From an optimization exercise on the open Yosys and OpenROAD flow, aimed at small area, a short achievable clock period and few clock cycles per item; shortcuts taken in it are not production practice. At most, simulation tests tie the RTL to the original design; equivalence was not proved. Power is estimated from default activity; no workload was simulated.

// keyed_count_table_top
module keyed_count_table_top #(
	parameter int ENTRIES    = kct_pkg::KCT_ENTRIES,
	parameter int KEY_BITS   = kct_pkg::KCT_KEY_BITS,
	parameter int COUNT_BITS = kct_pkg::KCT_COUNT_BITS
) (
	input  wire logic        clk,
	input  wire logic        arst_n,
	input  wire logic        in_valid,
	output logic             in_ready,
	input  wire logic [1:0]  req_type,
	input  wire logic [7:0]  item_key,
	input  wire logic [15:0] amount,
	output logic             out_valid,
	input  wire logic        out_ready,
	output logic [2:0]       status,
	output logic             enough,
	output logic [15:0]      held_count
);
export LEC_CHECK = 0
export CAP_MARGIN = 20
export CORE_MARGIN = 2
export CORE_UTILIZATION = 60
export PLACE_DENSITY = 0.7
export SETUP_SLACK_MARGIN = 5.0
export SLEW_MARGIN = 20
create_clock -name core_clock -period 8.0 [get_ports {clk}]
run.sh (not shown) runs the stock make flow with config.mk's settings and CLKGATE_MAP_FILE= SYNTH_SCRIPT=/design/flow/synth_recipe.tcl, a recipe that flattens the netlist after the stock synthesis.
The baseline finished clean.
Change:
--- a/flow/config.mk
+++ b/flow/config.mk
@@ -9,4 +9,4 @@
 export CORE_MARGIN = 2
-export CORE_UTILIZATION = 60
-export PLACE_DENSITY = 0.7
+export CORE_UTILIZATION = 40
+export PLACE_DENSITY = 0.6
 export SETUP_SLACK_MARGIN = 5.0
Result: Final area grows by 0.40%. Non-clock buffer count came out lower by 30. Power is higher by 1.7%. Fmax climbs by 3.3%. Utilization decreases by 27 points. Setup slack improves by 0.12 ns. Clock power goes up by about 5%.
No run of this note included a check of the RTL's function; only the layout flow was run.

== PW ==
Another version of the RTL of keyed_count_table_top (not shown whole).
For scale: roughly 1800 cells after synthesis, ~490 flip-flops, ~52 I/O pins, roughly 22000 um^2 of cells after synthesis.
Settings: LEC_CHECK=0, CAP_MARGIN=20, CORE_MARGIN=2, CORE_UTILIZATION=40, PLACE_DENSITY=0.6, SLEW_MARGIN=20; clock period 8.0 ns.
PW: no failed stages, no open violations at the end
Testbench counts of PW, summed over its fixed seeds: cycles 12,016, items 12,000.
Edits applied to the flow inputs when going from PW to MS:
- setting ABC_CLOCK_PERIOD_IN_PS to 3000 for the first time
- setting SETUP_SLACK_MARGIN to 5.0 for the first time
[summary]
- Between PW and MS, the clock latency on the worst-skew pair does not differ in any meaningful way.
- PW tops out at a lower clock frequency than MS.
- Looking at power, MS sits 8.7% higher than PW does.
- Going from PW to MS, cell-internal power grows by about 8%.
- On area growth from synthesis to final layout: between MS and PW, it ends up lower for PW.
- Compared to PW, MS has sequential share of layout area 8.9 points lower.

The RTL this note starts from:
==> flow/design.v <==
`default_nettype none
package kct_pkg;
	localparam int KCT_ENTRIES    = 16;
	localparam int KCT_KEY_BITS   = 8;
	localparam int KCT_COUNT_BITS = 16;
	typedef enum logic [1:0] {
		REQ_ADD     = 2'd0,
		REQ_CONSUME = 2'd1,
		REQ_QUERY   = 2'd2,
		REQ_CLEAR   = 2'd3
	} req_t;
	typedef enum logic [2:0] {
		STS_DONE     = 3'd0,
		STS_INVALID  = 3'd1,
		STS_FULL     = 3'd2,
		STS_SHORT    = 3'd3,
		STS_OVERFLOW = 3'd4
	} status_t;
endpackage
`default_nettype wire
`default_nettype none
module kct_cell #(
	parameter int KEY_BITS   = kct_pkg::KCT_KEY_BITS,
	parameter int COUNT_BITS = kct_pkg::KCT_COUNT_BITS
) (
	input  wire logic                  clk,
	input  wire logic                  arst_n,
	input  wire logic                  clr,       
	input  wire logic                  claim,     
	input  wire logic                  remove,    
	input  wire logic                  wr,        
	input  wire logic [KEY_BITS-1:0]   wkey,
	input  wire logic [COUNT_BITS-1:0] wcnt,
	input  wire logic [KEY_BITS-1:0]   cmp_key,
	output logic                       valid,
	output logic [COUNT_BITS-1:0]      cnt,
	output logic                       hit       
);
	logic                  valid_q;
	logic [KEY_BITS-1:0]   key_q;
	logic [COUNT_BITS-1:0] cnt_q;
	logic                  valid_d;
	always_comb begin
		if (clr)
			valid_d = 1'b0;
		else if (claim)
			valid_d = 1'b1;
		else if (remove)
			valid_d = 1'b0;
		else
			valid_d = valid_q;
		hit = valid_q && (key_q == cmp_key);
	end
	always_ff @(posedge clk or negedge arst_n) begin
		if (!arst_n)
			valid_q <= 1'b0;
		else
			valid_q <= valid_d;
	end
	always_ff @(posedge clk) begin
		if (claim)
			key_q <= wkey;
		if (wr)
			cnt_q <= wcnt;
	end
	assign valid = valid_q;
	assign cnt   = cnt_q;
endmodule
`default_nettype wire
`default_nettype none
module keyed_count_table_top #(
	parameter int ENTRIES    = kct_pkg::KCT_ENTRIES,
	parameter int KEY_BITS   = kct_pkg::KCT_KEY_BITS,
	parameter int COUNT_BITS = kct_pkg::KCT_COUNT_BITS
) (
	input  wire logic        clk,
	input  wire logic        arst_n,
	input  wire logic        in_valid,
	output logic             in_ready,
	input  wire logic [1:0]  req_type,
	input  wire logic [7:0]  item_key,
	input  wire logic [15:0] amount,
	output logic             out_valid,
	input  wire logic        out_ready,
	output logic [2:0]       status,
	output logic             enough,
	output logic [15:0]      held_count
);
	logic [ENTRIES-1:0]    t_valid;
	logic [COUNT_BITS-1:0] t_cnt [ENTRIES];
	logic [ENTRIES-1:0]    t_hit;
	logic [ENTRIES-1:0]    t_claim;
	logic [ENTRIES-1:0]    t_remove;
	logic [ENTRIES-1:0]    t_wr;
	logic                  r_vld_q;
	logic [1:0]            r_op_q;
	logic [KEY_BITS-1:0]   r_key_q;
	logic [15:0]           r_amt_q;
	logic                  x_vld_q;
	logic [1:0]            x_op_q;
	logic [KEY_BITS-1:0]   x_key_q;
	logic [15:0]           x_amt_q;
	logic                  x_triv_q;
	logic                  x_found_q;
	logic [ENTRIES-1:0]    x_match_q;
	logic [COUNT_BITS-1:0] x_held_q;
	logic                  rdy_q;
	logic                  o_vld_q;
	logic [2:0]            o_sts_q;
	logic                  o_en_q;
	logic [15:0]           o_held_q;
	logic                  s_vld_q;
	logic [2:0]            s_sts_q;
	logic                  s_en_q;
	logic [15:0]           s_held_q;
	logic                  accept;
	logic                  exec;
	logic                  r_to_x;
	logic                  o_load;
	logic                  r_vld_d;
	logic                  x_vld_d;
	logic                  s_vld_d;
	logic                  same;
	logic                  x_clr;
	logic [ENTRIES-1:0]    match_d;
	logic [COUNT_BITS-1:0] held_tab;
	logic [COUNT_BITS-1:0] held_d;
	logic                  full;
	logic                  all_below;
	logic [ENTRIES-1:0]    free_oh;
	logic [COUNT_BITS:0]   sum;
	logic [COUNT_BITS:0]   diff;
	logic                  ovf;
	logic                  covers;
	logic                  sel_sum;
	logic                  sel_diff;
	logic                  is_add;
	logic                  is_con;
	logic                  do_claim;
	logic                  do_remove;
	kct_pkg::status_t      r_sts;
	logic                  r_en;
	logic [15:0]           r_held;
	for (genvar i = 0; i < ENTRIES; i++) begin : g_cell
		kct_cell #(
			.KEY_BITS   (KEY_BITS),
			.COUNT_BITS (COUNT_BITS)
		) u_cell (
			.clk     (clk),
			.arst_n  (arst_n),
			.clr     (x_clr),
			.claim   (t_claim[i]),
			.remove  (t_remove[i]),
			.wr      (t_wr[i]),
			.wkey    (x_key_q),
			.wcnt    (r_held),
			.cmp_key (r_key_q),
			.valid   (t_valid[i]),
			.cnt     (t_cnt[i]),
			.hit     (t_hit[i])
		);
	end
	always_comb begin
		is_add = (x_op_q == kct_pkg::REQ_ADD);
		is_con = (x_op_q == kct_pkg::REQ_CONSUME);
		x_clr  = exec && (x_op_q == kct_pkg::REQ_CLEAR);
		full   = &t_valid;
		all_below = 1'b1;
		for (int i = 0; i < ENTRIES; i++) begin
			free_oh[i] = !t_valid[i] && all_below;
			all_below  = all_below && t_valid[i];
		end
		sum    = {1'b0, x_held_q} + {1'b0, x_amt_q};
		diff   = {1'b0, x_held_q} - {1'b0, x_amt_q};
		ovf    = sum[COUNT_BITS];
		covers = !diff[COUNT_BITS];
		do_claim  = exec && is_add && !x_triv_q && !x_found_q;
		do_remove = exec && is_con && !x_triv_q && (x_held_q == x_amt_q);
		for (int i = 0; i < ENTRIES; i++) begin
			t_claim[i]  = do_claim && free_oh[i];
			t_remove[i] = do_remove && x_match_q[i];
			t_wr[i]     = t_claim[i] || (exec && x_match_q[i]);
		end
		sel_sum  = !x_triv_q && is_add && !ovf && (x_found_q || !full);
		sel_diff = !x_triv_q && is_con && covers;
		r_held   = sel_sum ? sum[COUNT_BITS-1:0] : sel_diff ? diff[COUNT_BITS-1:0] : x_held_q;
		r_sts  = kct_pkg::STS_DONE;
		r_en   = 1'b1;
		unique case (x_op_q)
			kct_pkg::REQ_ADD: begin
				if (x_triv_q) begin
					r_sts = kct_pkg::STS_INVALID;
				end else if (ovf) begin
					r_sts = kct_pkg::STS_OVERFLOW;
					r_en  = covers;
				end else if (!x_found_q && full) begin
					r_sts = kct_pkg::STS_FULL;
					r_en  = 1'b0;
				end
			end
			kct_pkg::REQ_CONSUME: begin
				if (!x_triv_q && !covers) begin
					r_sts = kct_pkg::STS_SHORT;
					r_en  = 1'b0;
				end
			end
			kct_pkg::REQ_QUERY: begin
				r_en = x_triv_q || covers;
			end
			default: begin
				r_en = x_triv_q;
			end
		endcase
	end
	always_comb begin
		same     = x_vld_q && (r_key_q == x_key_q);
		held_tab = '0;
		for (int i = 0; i < ENTRIES; i++)
			held_tab = held_tab | (t_cnt[i] & {COUNT_BITS{t_hit[i]}});
		if (x_clr) begin
			match_d = '0;
		end else if (same) begin
			match_d = t_claim | (x_match_q & ~t_remove);
		end else begin
			match_d = t_hit;
		end
		if (x_clr || r_op_q == kct_pkg::REQ_CLEAR)
			held_d = '0;
		else if (same)
			held_d = r_held;
		else
			held_d = held_tab;
	end
	always_comb begin
		in_ready = rdy_q;
		accept   = in_valid && rdy_q;
		exec     = x_vld_q && !s_vld_q;
		r_to_x   = r_vld_q && (!x_vld_q || exec);
		o_load   = !o_vld_q || out_ready;
		r_vld_d  = accept || (r_vld_q && !r_to_x);
		x_vld_d  = r_to_x || (x_vld_q && !exec);
		s_vld_d  = s_vld_q ? !out_ready : (exec && !o_load);
	end
	always_ff @(posedge clk or negedge arst_n) begin
		if (!arst_n) begin
			rdy_q   <= 1'b1;
			r_vld_q <= 1'b0;
			x_vld_q <= 1'b0;
			o_vld_q <= 1'b0;
			s_vld_q <= 1'b0;
		end else begin
			rdy_q   <= !(r_vld_d && x_vld_d && s_vld_d);
			r_vld_q <= r_vld_d;
			x_vld_q <= x_vld_d;
			s_vld_q <= s_vld_d;
			if (o_load)
				o_vld_q <= s_vld_q || exec;
		end
	end
	always_ff @(posedge clk) begin
		if (accept) begin
			r_op_q  <= req_type;
			r_key_q <= item_key;
			r_amt_q <= amount;
		end
		if (r_to_x) begin
			x_op_q    <= r_op_q;
			x_key_q   <= r_key_q;
			x_amt_q   <= r_amt_q;
			x_triv_q  <= (r_key_q == '0) || (r_amt_q == '0);
			x_found_q <= |match_d;
			x_match_q <= match_d;
			x_held_q  <= held_d;
		end
		if (o_load) begin
			if (s_vld_q) begin
				o_sts_q  <= s_sts_q;
				o_en_q   <= s_en_q;
				o_held_q <= s_held_q;
			end else begin
				o_sts_q  <= r_sts;
				o_en_q   <= r_en;
				o_held_q <= r_held;
			end
		end
		if (exec && !o_load) begin
			s_sts_q  <= r_sts;
			s_en_q   <= r_en;
			s_held_q <= r_held;
		end
	end
	assign out_valid  = o_vld_q;
	assign status     = o_sts_q;
	assign enough     = o_en_q;
	assign held_count = o_held_q;
endmodule
`default_nettype wire
Settings: LEC_CHECK=0, CAP_MARGIN=20, CORE_MARGIN=2, CORE_UTILIZATION=55, PLACE_DENSITY=0.75, SETUP_SLACK_MARGIN=5.0, SLEW_MARGIN=20; clock period 8.0 ns.
The first run went through all stages and came out clean.
Testbench counts at the start, summed over its fixed seeds: cycles 12,024, items 12,000.
Rerun with:
- CORE_UTILIZATION: 55 -> 40
- PLACE_DENSITY: 0.75 -> 0.6
Outcome: Final area came out lower by 1.3%. First-iteration DRC count came out lower by 29%. Hold slack is better by 14 ps. Via count came out lower by 6.6%. Maximum frequency came out higher by 4.2%. Clock-buffer cell count came out lower by 3. Clock skew is about the same. Total power came out lower by 5.5%. Sequential cell count does not change.

[static timing again, ports no longer ideal]
The results above use ideal ports. As a check the final layouts listed here were re-extracted and re-timed, cells and wires unchanged.
Step 1 (the two cells are an assumption about what drives the block):
set clk [get_ports {clk}]
set_driving_cell -lib_cell sky130_fd_sc_hd__clkbuf_16 $clk
set_driving_cell -lib_cell sky130_fd_sc_hd__buf_2 [delete_from_list [all_inputs] $clk]
Step 2 times the ports against the registers' clock, not the clock port: input delays grow and output delays shrink by t, the midpoint of the rising clock arrivals with the driver on.
Three values: ideal ports, drivers, drivers and shift; two values: the first two.
| run | shift t [ns] | setup slack, ns | latest minus earliest clock arrival (ns) | cell pins on the clock port's net |
|---|---|---|---|---|
| the first run of note 1 | 0.651 | 4.273 / 4.273 / 3.639 | 0.034 / 0.034 | 1 |
| the second run of note 1 | 0.651 | 4.394 / 4.414 / 3.763 | 0.045 / 0.045 | 1 |
| PW | 0.665 | 1.428 / 1.428 / 1.428 | 0.043 / 0.042 | 1 |
| MS | 0.665 | 3.551 / 3.551 / 3.539 | 0.026 / 0.026 | 1 |
| the first run of note 3 | 0.658 | 4.663 / 4.663 / 4.476 | 0.030 / 0.030 | 1 |
| the second run of note 3 | 0.656 | 4.796 / 4.796 / 4.466 | 0.030 / 0.030 | 1 |
After both steps every run listed still meets setup and hold. For the first run of note 1, which loses most, drivers alone change the setup slack by 0.000 ns; drivers and shift together by -0.634 ns.
